Context: an optimization exercise on an open-source flow, tuned for small area and a short achievable clock period. The choices shown serve that exercise and are no tape-out recipe.
Where RTL was checked, it was by simulation tests only, not by an equivalence proof against the original.
The flow treats the clock pin as an ideal source. Dropping or thinning the clock tree relies on that and would not hold on a real chip.
Power and IR drop assume default switching activity.

== P ==
## trace_monitor_top
module trace_monitor_top (
    input  wire logic                          clk,
    input  wire logic                          rst_n,
    input  wire logic [32-1:0]        pc,
    input  wire logic [32-1:0] instr,
    input  wire logic                          en,
    input  wire logic [3:0]                    ctrl_addr,
    input  wire logic [32-1:0]        ctrl_wdata,
    input  wire logic                          ctrl_write_enable,
    output logic                               tvalid,
    input  wire logic                          tready,
    output logic [(32 + 32 + 32)-1:0]       tdata,
    output logic                               tlast,
    output logic                               halt_cpu
);
==> flow/config.mk <==
export PLATFORM = sky130hd
export DESIGN_NAME = trace_monitor_top
export DESIGN_NICKNAME = trace_monitor_top
export VERILOG_FILES = /design/flow/design.v
export SDC_FILE = /design/flow/constraint.sdc
export NUM_CORES = 4
export LEC_CHECK = 0
export ABC_CLOCK_PERIOD_IN_PS = 1800
export CAP_MARGIN = 20
export CORE_MARGIN = 2
export CORE_UTILIZATION = 60
export SETUP_SLACK_MARGIN = 1.6
export SLEW_MARGIN = 20
==> flow/constraint.sdc <==
create_clock -name core_clock -period 3.5 [get_ports {clk}]
set_input_delay 0.7000 -clock core_clock [delete_from_list [all_inputs] [get_ports {clk}]]
set_output_delay 0.7000 -clock core_clock [all_outputs]
set_load 0.01 [all_outputs]
standard.sh (not shown) runs the stock make flow with config.mk's settings and CLKGATE_MAP_FILE= SYNTH_SCRIPT=/design/flow/synth_recipe.tcl, a recipe that flattens the netlist after the stock synthesis.
==> flow/flow/run.sh <==
#!/bin/bash
# Standard ORFS layout (the standard.sh, standard synthesis unchanged),
# with two changes:
#  - the port buffers are plain buf cells instead of the delay-cell buffer
#    that buffer_ports picks by default;
#  - the clock tree is built by flow/mcts_hook.tcl (run as the CTS step's
#    PRE_CTS_TCL hook): four root buffers on the clock port, each driving
#    leaf buffers of at most 30 flip-flops; the rest of the CTS step (timing
#    repair, legalisation) runs as usual.
# ORFS writes each tool's log under orfs/logs/; make's output goes to
# flow_make.log here.
set -euo pipefail
here=$(pwd)
export BUFFER_PORTS_ARGS="-buffer_cell sky130_fd_sc_hd__buf_2"
export MCTS_TCL="$here/flow/mcts.tcl"
export PRE_CTS_TCL="$here/flow/mcts_hook.tcl"
bash standard.sh finish > flow_make.log 2>&1
==> flow/flow/mcts_hook.tcl <==
# PRE_CTS_TCL hook: build the clock tree here instead of with TritonCTS.
# Four root buffers (the clock port feeds only these) each drive a group of
# leaf buffers; each leaf buffer drives at most 30 flip-flops placed near it
# (k-means on the flip-flops' positions). The tree is balanced by
# construction only (equal depth for every flip-flop), not skewed.
source $::env(MCTS_TCL)
set ::NROOT 4
set ::LEAF_CAP 30
set nsinks [llength [[[ord::get_db_block] findNet clk] getITerms]]
build_tree [expr {int(ceil($nsinks / 26.0))}] sky130_fd_sc_hd__clkbuf_16 sky130_fd_sc_hd__clkbuf_16
set_propagated_clock [all_clocks]
# the tree is in place: the step's own clock_tree_synthesis call does nothing
rename clock_tree_synthesis __tritoncts_unused
proc clock_tree_synthesis {args} { puts "clock tree built by mcts_hook.tcl" }
Other scripts of this flow, unchanged in this note and not shown: flow/flow/mcts.tcl
In summary, P completed successfully, with a layout that passed the timing, DRC and antenna checks.
[inputs] Q vs P
-- flow/flow/run.sh --
<<< P, line 8
#    leaf buffers of at most 30 flip-flops; the rest of the CTS step (timing
>>> Q, line 8
#    leaf buffers of at most 24 flip-flops; the rest of the CTS step (timing
-- flow/flow/mcts_hook.tcl --
<<< P, line 3
# leaf buffers; each leaf buffer drives at most 30 flip-flops placed near it
>>> Q, line 3
# leaf buffers; each leaf buffer drives at most 24 flip-flops placed near it
<<< P, line 8
set ::LEAF_CAP 30
>>> Q, line 8
set ::LEAF_CAP 24
<<< P, line 10
build_tree [expr {int(ceil($nsinks / 26.0))}] sky130_fd_sc_hd__clkbuf_16 sky130_fd_sc_hd__clkbuf_16
>>> Q, line 10
build_tree [expr {int(ceil($nsinks / 22.0))}] sky130_fd_sc_hd__clkbuf_16 sky130_fd_sc_hd__clkbuf_16
Findings:
Vias: Q more than P. Per the comparison of Q with P, die area saw little to no change; global routing usage on met3 saw little to no change; detailed-route wire length saw little to no change; HPWL after detailed placement saw little to no change. Between P and Q, worst hold slack is lower for Q, P comes in above that. Compared with P, Q instantiates a larger number of standard cells. Comparing the two runs side by side, Q comes out behind P on shortest clock period the worst path allows after layout. Overall power after layout: higher on Q. Synthesis-to-finish area growth: P vs Q — no meaningful difference.
No run of this note included a check of the RTL's function; only the layout flow was run. No run of this note takes its clock network from TritonCTS; it comes from the design's own scripts or RTL.


Another version of the RTL of trace_monitor_top (not shown whole).
For scale: ~200 I/O pins, about 0.047 sq mm of cells after synthesis.
Settings: LEC_CHECK=0, ABC_CLOCK_PERIOD_IN_PS=1800, CAP_MARGIN=20, CORE_MARGIN=2, CORE_UTILIZATION=60, CTS_CLUSTER_DIAMETER=45, CTS_CLUSTER_SIZE=40, SETUP_SLACK_MARGIN=1.5, SLEW_MARGIN=20; clock period 3.5 ns.
run.sh (not shown) runs the stock make flow with config.mk's settings and CLKGATE_MAP_FILE= SYNTH_SCRIPT=/design/flow/synth_recipe.tcl, a recipe that flattens the netlist after the stock synthesis.
Stock flow here: none of the scripts above is used.
Then changed:
--- a/flow/config.mk
+++ b/flow/config.mk
@@ -11,4 +11,4 @@
 export CORE_UTILIZATION = 60
-export CTS_CLUSTER_DIAMETER = 45
-export CTS_CLUSTER_SIZE = 40
+export CTS_CLUSTER_DIAMETER = 60
+export CTS_CLUSTER_SIZE = 30
 export SETUP_SLACK_MARGIN = 1.5
The changed run finished clean.
Combinational power stays flat.
Clock skew increases by 0.0087 ns.
Synthesized cell count stays the same.
Count of clock-buffer cells in the layout decreases by 77.
Power decreases by roughly a tenth.
Core utilization decreases by 2.6 points.
No run of this note included a check of the RTL's function; only the layout flow was run.


trace_monitor_top, a different RTL version from the one above (not shown whole).
For scale: about 2800 cells after synthesis, roughly 1400 flip-flops, about 200 I/O pins, about 48000 sq um of cells after synthesis.
export LEC_CHECK = 0
export ABC_CLOCK_PERIOD_IN_PS = 1800
export CAP_MARGIN = 20
export CORE_MARGIN = 2
export CORE_UTILIZATION = 60
export SETUP_SLACK_MARGIN = 1.68
export SLEW_MARGIN = 20
create_clock -name core_clock -period 3.5 [get_ports {clk}]
standard.sh (not shown) runs the stock make flow with config.mk's settings and CLKGATE_MAP_FILE= SYNTH_SCRIPT=/design/flow/synth_recipe.tcl, a recipe that flattens the netlist after the stock synthesis.
==> flow/flow/run.sh <==
#!/bin/bash
# Standard ORFS layout (the standard.sh, standard synthesis unchanged),
# with two changes:
#  - the port buffers are plain buf cells instead of the delay-cell buffer
#    that buffer_ports picks by default;
#  - the clock tree is built by flow/mcts_hook.tcl (run as the CTS step's
#    PRE_CTS_TCL hook): four root buffers on the clock port, each driving
#    leaf buffers of at most 24 flip-flops; the rest of the CTS step (timing
#    repair, legalisation) runs as usual.
# ORFS writes each tool's log under orfs/logs/; make's output goes to
# flow_make.log here.
set -euo pipefail
here=$(pwd)
export BUFFER_PORTS_ARGS="-buffer_cell sky130_fd_sc_hd__buf_2"
export MCTS_TCL="$here/flow/mcts.tcl"
export PRE_CTS_TCL="$here/flow/mcts_hook.tcl"
bash standard.sh finish > flow_make.log 2>&1
Other scripts of this flow, unchanged in this note and not shown: flow/flow/mcts.tcl, flow/flow/mcts_hook.tcl
Edit:
- SETUP_SLACK_MARGIN: 1.68 -> 1.6
Routed wire length went up by 0.77%.
Maximum frequency barely changes.
Setup slack barely changes.
Power went down by 0.36%.
No run of this note takes its clock network from TritonCTS; it comes from the design's own scripts or RTL.


trace_monitor_top, a different RTL version from the one above (not shown whole).
Size: about 3,000 cells after synthesis, ~1,300 flip-flops, about 200 I/O pins, ~48,000 um2 of cells after synthesis.
==> flow/config.mk <==
export PLATFORM = sky130hd
export DESIGN_NAME = trace_monitor_top
export DESIGN_NICKNAME = trace_monitor_top
export VERILOG_FILES = /design/flow/design.v
export SDC_FILE = /design/flow/constraint.sdc
export NUM_CORES = 4
export LEC_CHECK = 0
export ABC_CLOCK_PERIOD_IN_PS = 1800
export CAP_MARGIN = 20
export CORE_MARGIN = 2
export CORE_UTILIZATION = 70
export SETUP_SLACK_MARGIN = 1.55
export SLEW_MARGIN = 20
==> flow/constraint.sdc <==
create_clock -name core_clock -period 3.5 [get_ports {clk}]
set_input_delay 0.7000 -clock core_clock [delete_from_list [all_inputs] [get_ports {clk}]]
set_output_delay 0.7000 -clock core_clock [all_outputs]
set_load 0.01 [all_outputs]
==> flow/flow/run.sh <==
#!/bin/bash
# Standard ORFS layout (the standard.sh, standard synthesis unchanged),
# with two changes:
#  - the port buffers are plain buf cells instead of the delay-cell buffer
#    that buffer_ports picks by default;
#  - the clock tree is built by flow/mcts_hook.tcl (run as the CTS step's
#    PRE_CTS_TCL hook): four root buffers on the clock port, each driving
#    leaf buffers of at most 30 flip-flops; the rest of the CTS step (timing
#    repair, legalisation) runs as usual.
# ORFS writes each tool's log under orfs/logs/; make's output goes to
# flow_make.log here.
set -euo pipefail
here=$(pwd)
export BUFFER_PORTS_ARGS="-buffer_cell sky130_fd_sc_hd__buf_2"
export MCTS_TCL="$here/flow/mcts.tcl"
export PRE_CTS_TCL="$here/flow/mcts_hook.tcl"
bash standard.sh finish > flow_make.log 2>&1
==> flow/flow/mcts.tcl <==
# Two-level clock tree: K leaf buffers at the centres of a k-means clustering
# of the clock sinks, and NROOT root buffers on the clock net, each at the
# centre of its group of leaf buffers (k-means on the leaf centres).
proc build_tree {K leafmaster rootmaster} {
  set db [ord::get_db]
  set block [ord::get_db_block]
  set clknet [$block findNet clk]
  set pts {}
  set its {}
  foreach it [$clknet getITerms] {
    set inst [$it getInst]
    set bb [$inst getBBox]
    lappend pts [list [expr {([$bb xMin]+[$bb xMax])/2.0}] [expr {([$bb yMin]+[$bb yMax])/2.0}]]
    lappend its $it
  }
  set n [llength $pts]
  # init centres: spread over sorted order
  set cs {}
  set sorted [lsort -real -index 0 $pts]
  for {set k 0} {$k < $K} {incr k} { lappend cs [lindex $sorted [expr {int(($k+0.5)*$n/$K)}]] }
  for {set iter 0} {$iter < 15} {incr iter} {
    set sx {}; set sy {}; set sc {}
    for {set k 0} {$k < $K} {incr k} { lappend sx 0.0; lappend sy 0.0; lappend sc 0 }
    set asg {}
    foreach p $pts {
      set px [lindex $p 0]; set py [lindex $p 1]
      set best 0; set bd 1e30
      for {set k 0} {$k < $K} {incr k} {
        set c [lindex $cs $k]
        set d [expr {abs($px-[lindex $c 0]) + abs($py-[lindex $c 1])}]
        if {$d < $bd} { set bd $d; set best $k }
      }
      lappend asg $best
      lset sx $best [expr {[lindex $sx $best]+$px}]
      lset sy $best [expr {[lindex $sy $best]+$py}]
      lset sc $best [expr {[lindex $sc $best]+1}]
    }
    set ncs {}
    for {set k 0} {$k < $K} {incr k} {
      set c [lindex $sc $k]
      if {$c > 0} { lappend ncs [list [expr {[lindex $sx $k]/$c}] [expr {[lindex $sy $k]/$c}]] } else { lappend ncs [lindex $cs $k] }
    }
    set cs $ncs
  }
  # cap each cluster at CAP sinks: move a full cluster's farthest sinks to
  # the nearest cluster that has room
  set CAP $::LEAF_CAP
  for {set k 0} {$k < $K} {incr k} { set members($k) {} }
  set i 0
  foreach a $asg { lappend members($a) $i; incr i }
  for {set k 0} {$k < $K} {incr k} {
    if {[llength $members($k)] <= $CAP} continue
    set c [lindex $cs $k]
    set byd {}
    foreach m $members($k) {
      set p [lindex $pts $m]
      lappend byd [list $m [expr {abs([lindex $p 0]-[lindex $c 0]) + abs([lindex $p 1]-[lindex $c 1])}]]
    }
    set byd [lsort -real -decreasing -index 1 $byd]
    while {[llength $members($k)] > $CAP} {
      set m [lindex [lindex $byd 0] 0]
      set byd [lrange $byd 1 end]
      set p [lindex $pts $m]
      set best -1; set bd 1e30
      for {set j 0} {$j < $K} {incr j} {
        if {$j == $k || [llength $members($j)] >= $CAP} continue
        set q [lindex $cs $j]
        set d [expr {abs([lindex $p 0]-[lindex $q 0]) + abs([lindex $p 1]-[lindex $q 1])}]
        if {$d < $bd} { set bd $d; set best $j }
      }
      if {$best < 0} break
      set idx [lsearch -exact $members($k) $m]
      set members($k) [lreplace $members($k) $idx $idx]
      lappend members($best) $m
      lset asg $m $best
    }
  }
  # leaf buffers at the centre of their final clusters
  for {set k 0} {$k < $K} {incr k} {
    if {[llength $members($k)] == 0} continue
    set x 0.0; set y 0.0
    foreach m $members($k) { set p [lindex $pts $m]; set x [expr {$x+[lindex $p 0]}]; set y [expr {$y+[lindex $p 1]}] }
    set n_k [llength $members($k)]
    lset cs $k [list [expr {$x/$n_k}] [expr {$y/$n_k}]]
  }
  set lm [$db findMaster $leafmaster]
  set rm [$db findMaster $rootmaster]
  # R roots, each at the centre of its group of leaves (k-means on the leaf centres)
  set R $::NROOT
  set rc {}
  set lsorted [lsort -real -index 1 $cs]
  for {set r 0} {$r < $R} {incr r} { lappend rc [lindex $lsorted [expr {int(($r+0.5)*$K/$R)}]] }
  for {set iter 0} {$iter < 20} {incr iter} {
    set rasg {}
    set sx {}; set sy {}; set sc {}
    for {set r 0} {$r < $R} {incr r} { lappend sx 0.0; lappend sy 0.0; lappend sc 0 }
    foreach c $cs {
      set best 0; set bd 1e30
      for {set r 0} {$r < $R} {incr r} {
        set q [lindex $rc $r]
        set d [expr {abs([lindex $c 0]-[lindex $q 0]) + abs([lindex $c 1]-[lindex $q 1])}]
        if {$d < $bd} { set bd $d; set best $r }
      }
      lappend rasg $best
      lset sx $best [expr {[lindex $sx $best]+[lindex $c 0]}]
      lset sy $best [expr {[lindex $sy $best]+[lindex $c 1]}]
      lset sc $best [expr {[lindex $sc $best]+1}]
    }
    set nrc {}
    for {set r 0} {$r < $R} {incr r} {
      set c [lindex $sc $r]
      if {$c > 0} { lappend nrc [list [expr {[lindex $sx $r]/$c}] [expr {[lindex $sy $r]/$c}]] } else { lappend nrc [lindex $rc $r] }
    }
    set rc $nrc
  }
  # balance the roots: at most ceil(K/R) leaves each, moving a full root's
  # farthest leaves to the nearest root with room
  set RCAP [expr {int(ceil(double($K) / $R))}]
  for {set r 0} {$r < $R} {incr r} { set rmem($r) {} }
  set k 0
  foreach a $rasg { lappend rmem($a) $k; incr k }
  for {set r 0} {$r < $R} {incr r} {
    if {[llength $rmem($r)] <= $RCAP} continue
    set q [lindex $rc $r]
    set byd {}
    foreach m $rmem($r) {
      set c [lindex $cs $m]
      lappend byd [list $m [expr {abs([lindex $c 0]-[lindex $q 0]) + abs([lindex $c 1]-[lindex $q 1])}]]
    }
    set byd [lsort -real -decreasing -index 1 $byd]
    while {[llength $rmem($r)] > $RCAP} {
      set m [lindex [lindex $byd 0] 0]
      set byd [lrange $byd 1 end]
      set c [lindex $cs $m]
      set best -1; set bd 1e30
      for {set j 0} {$j < $R} {incr j} {
        if {$j == $r || [llength $rmem($j)] >= $RCAP} continue
        set q2 [lindex $rc $j]
        set d [expr {abs([lindex $c 0]-[lindex $q2 0]) + abs([lindex $c 1]-[lindex $q2 1])}]
        if {$d < $bd} { set bd $d; set best $j }
      }
      if {$best < 0} break
      set idx [lsearch -exact $rmem($r) $m]
      set rmem($r) [lreplace $rmem($r) $idx $idx]
      lappend rmem($best) $m
      lset rasg $m $best
    }
  }
  # each root at the centre of its leaves
  for {set r 0} {$r < $R} {incr r} {
    if {[llength $rmem($r)] == 0} continue
    set x 0.0; set y 0.0
    foreach m $rmem($r) { set c [lindex $cs $m]; set x [expr {$x+[lindex $c 0]}]; set y [expr {$y+[lindex $c 1]}] }
    set n_r [llength $rmem($r)]
    lset rc $r [list [expr {$x/$n_r}] [expr {$y/$n_r}]]
  }
  for {set r 0} {$r < $R} {incr r} {
    set q [lindex $rc $r]
    set root [odb::dbInst_create $block $rm mclk_root_$r]
    $root setLocation [expr {int([lindex $q 0])}] [expr {int([lindex $q 1])}]; $root setPlacementStatus PLACED
    set rnet($r) [odb::dbNet_create $block mclk_root_net_$r]
    $rnet($r) setSigType CLOCK
    [$root findITerm A] connect $clknet
    [$root findITerm X] connect $rnet($r)
  }
  for {set k 0} {$k < $K} {incr k} {
    set c [lindex $cs $k]
    set b [odb::dbInst_create $block $lm mclk_leaf_$k]
    $b setLocation [expr {int([lindex $c 0])}] [expr {int([lindex $c 1])}]; $b setPlacementStatus PLACED
    set ln [odb::dbNet_create $block mclk_leaf_net_$k]
    $ln setSigType CLOCK
    [$b findITerm A] connect $rnet([lindex $rasg $k])
    [$b findITerm X] connect $ln
    set lnets($k) $ln
  }
  set i 0
  foreach it $its {
    set k [lindex $asg $i]
    $it disconnect
    $it connect $lnets($k)
    incr i
  }
  puts "built tree: $n sinks, $K leaves"
}
Other scripts of this flow, unchanged in this note and not shown: flow/flow/mcts_hook.tcl
The baseline completed without violations.
Then changed:
--- a/flow/flow/mcts.tcl
+++ b/flow/flow/mcts.tcl
@@ -115,43 +115,2 @@
   }
-  # balance the roots: at most ceil(K/R) leaves each, moving a full root's
-  # farthest leaves to the nearest root with room
-  set RCAP [expr {int(ceil(double($K) / $R))}]
-  for {set r 0} {$r < $R} {incr r} { set rmem($r) {} }
-  set k 0
-  foreach a $rasg { lappend rmem($a) $k; incr k }
-  for {set r 0} {$r < $R} {incr r} {
-    if {[llength $rmem($r)] <= $RCAP} continue
-    set q [lindex $rc $r]
-    set byd {}
-    foreach m $rmem($r) {
-      set c [lindex $cs $m]
-      lappend byd [list $m [expr {abs([lindex $c 0]-[lindex $q 0]) + abs([lindex $c 1]-[lindex $q 1])}]]
-    }
-    set byd [lsort -real -decreasing -index 1 $byd]
-    while {[llength $rmem($r)] > $RCAP} {
-      set m [lindex [lindex $byd 0] 0]
-      set byd [lrange $byd 1 end]
-      set c [lindex $cs $m]
-      set best -1; set bd 1e30
-      for {set j 0} {$j < $R} {incr j} {
-        if {$j == $r || [llength $rmem($j)] >= $RCAP} continue
-        set q2 [lindex $rc $j]
-        set d [expr {abs([lindex $c 0]-[lindex $q2 0]) + abs([lindex $c 1]-[lindex $q2 1])}]
-        if {$d < $bd} { set bd $d; set best $j }
-      }
-      if {$best < 0} break
-      set idx [lsearch -exact $rmem($r) $m]
-      set rmem($r) [lreplace $rmem($r) $idx $idx]
-      lappend rmem($best) $m
-      lset rasg $m $best
-    }
-  }
-  # each root at the centre of its leaves
-  for {set r 0} {$r < $R} {incr r} {
-    if {[llength $rmem($r)] == 0} continue
-    set x 0.0; set y 0.0
-    foreach m $rmem($r) { set c [lindex $cs $m]; set x [expr {$x+[lindex $c 0]}]; set y [expr {$y+[lindex $c 1]}] }
-    set n_r [llength $rmem($r)]
-    lset rc $r [list [expr {$x/$n_r}] [expr {$y/$n_r}]]
-  }
   for {set r 0} {$r < $R} {incr r} {
Settings changed: CORE_UTILIZATION 70 to 60, SETUP_SLACK_MARGIN 1.55 to 1.6.
Outcome: Wire length increases by 6.5%. Worst setup slack gets better by 80 ps. First-iteration DRC count decreases by about 12%. Final area increases by about 1%. Global-route usage decreases by 2.8 points. Sequential share of layout area decreases by 0.67 points. Total power is about the same. Hold slack gets better by 9.8 ps. Sequential power hardly moves. Clock skew increases by 16 ps.
No functional check of the RTL was part of any run of this note. In every run of this note, the design's own scripts or RTL, not TritonCTS, make the clock network.

what the ideal ports hide:
How much do the figures lean on ideal ports? The routed layouts below were timed once more, with nothing changed but the port constraints.
Step 1, drivers: a clkbuf_16 drives clk and a buf_2 each remaining input, both assumed.
Step 2, shift: input delay + t, output delay - t, t = (earliest + latest rising clock arrival at the registers) / 2. This alone moves slack from input paths to output paths.
Three values: no drivers, after step 1, after step 2; two values: the first two.
run	shift t [ns]	slack for setup (ns)	cell pins on the clock port's net
P	0.607	1.379 / 1.379 / 1.099	4
Q	0.617	1.354 / 1.354 / 0.996	4
the first run of note 2	0.790	1.297 / 1.297 / 0.618	1
the second run of note 2	0.709	1.239 / 1.239 / 0.659	1
the first run of note 3	0.618	1.584 / 1.447 / 1.236	4
the second run of note 3	0.619	1.583 / 1.458 / 1.136	4
the first run of note 4	0.606	1.489 / 1.489 / 1.004	4
the second run of note 4	0.620	1.569 / 1.498 / 1.077	4
After both steps every run listed still meets setup and hold. The setup slack of the first run of note 2, which loses most, moves by 0.000 ns with the drivers and by -0.679 ns with both steps.
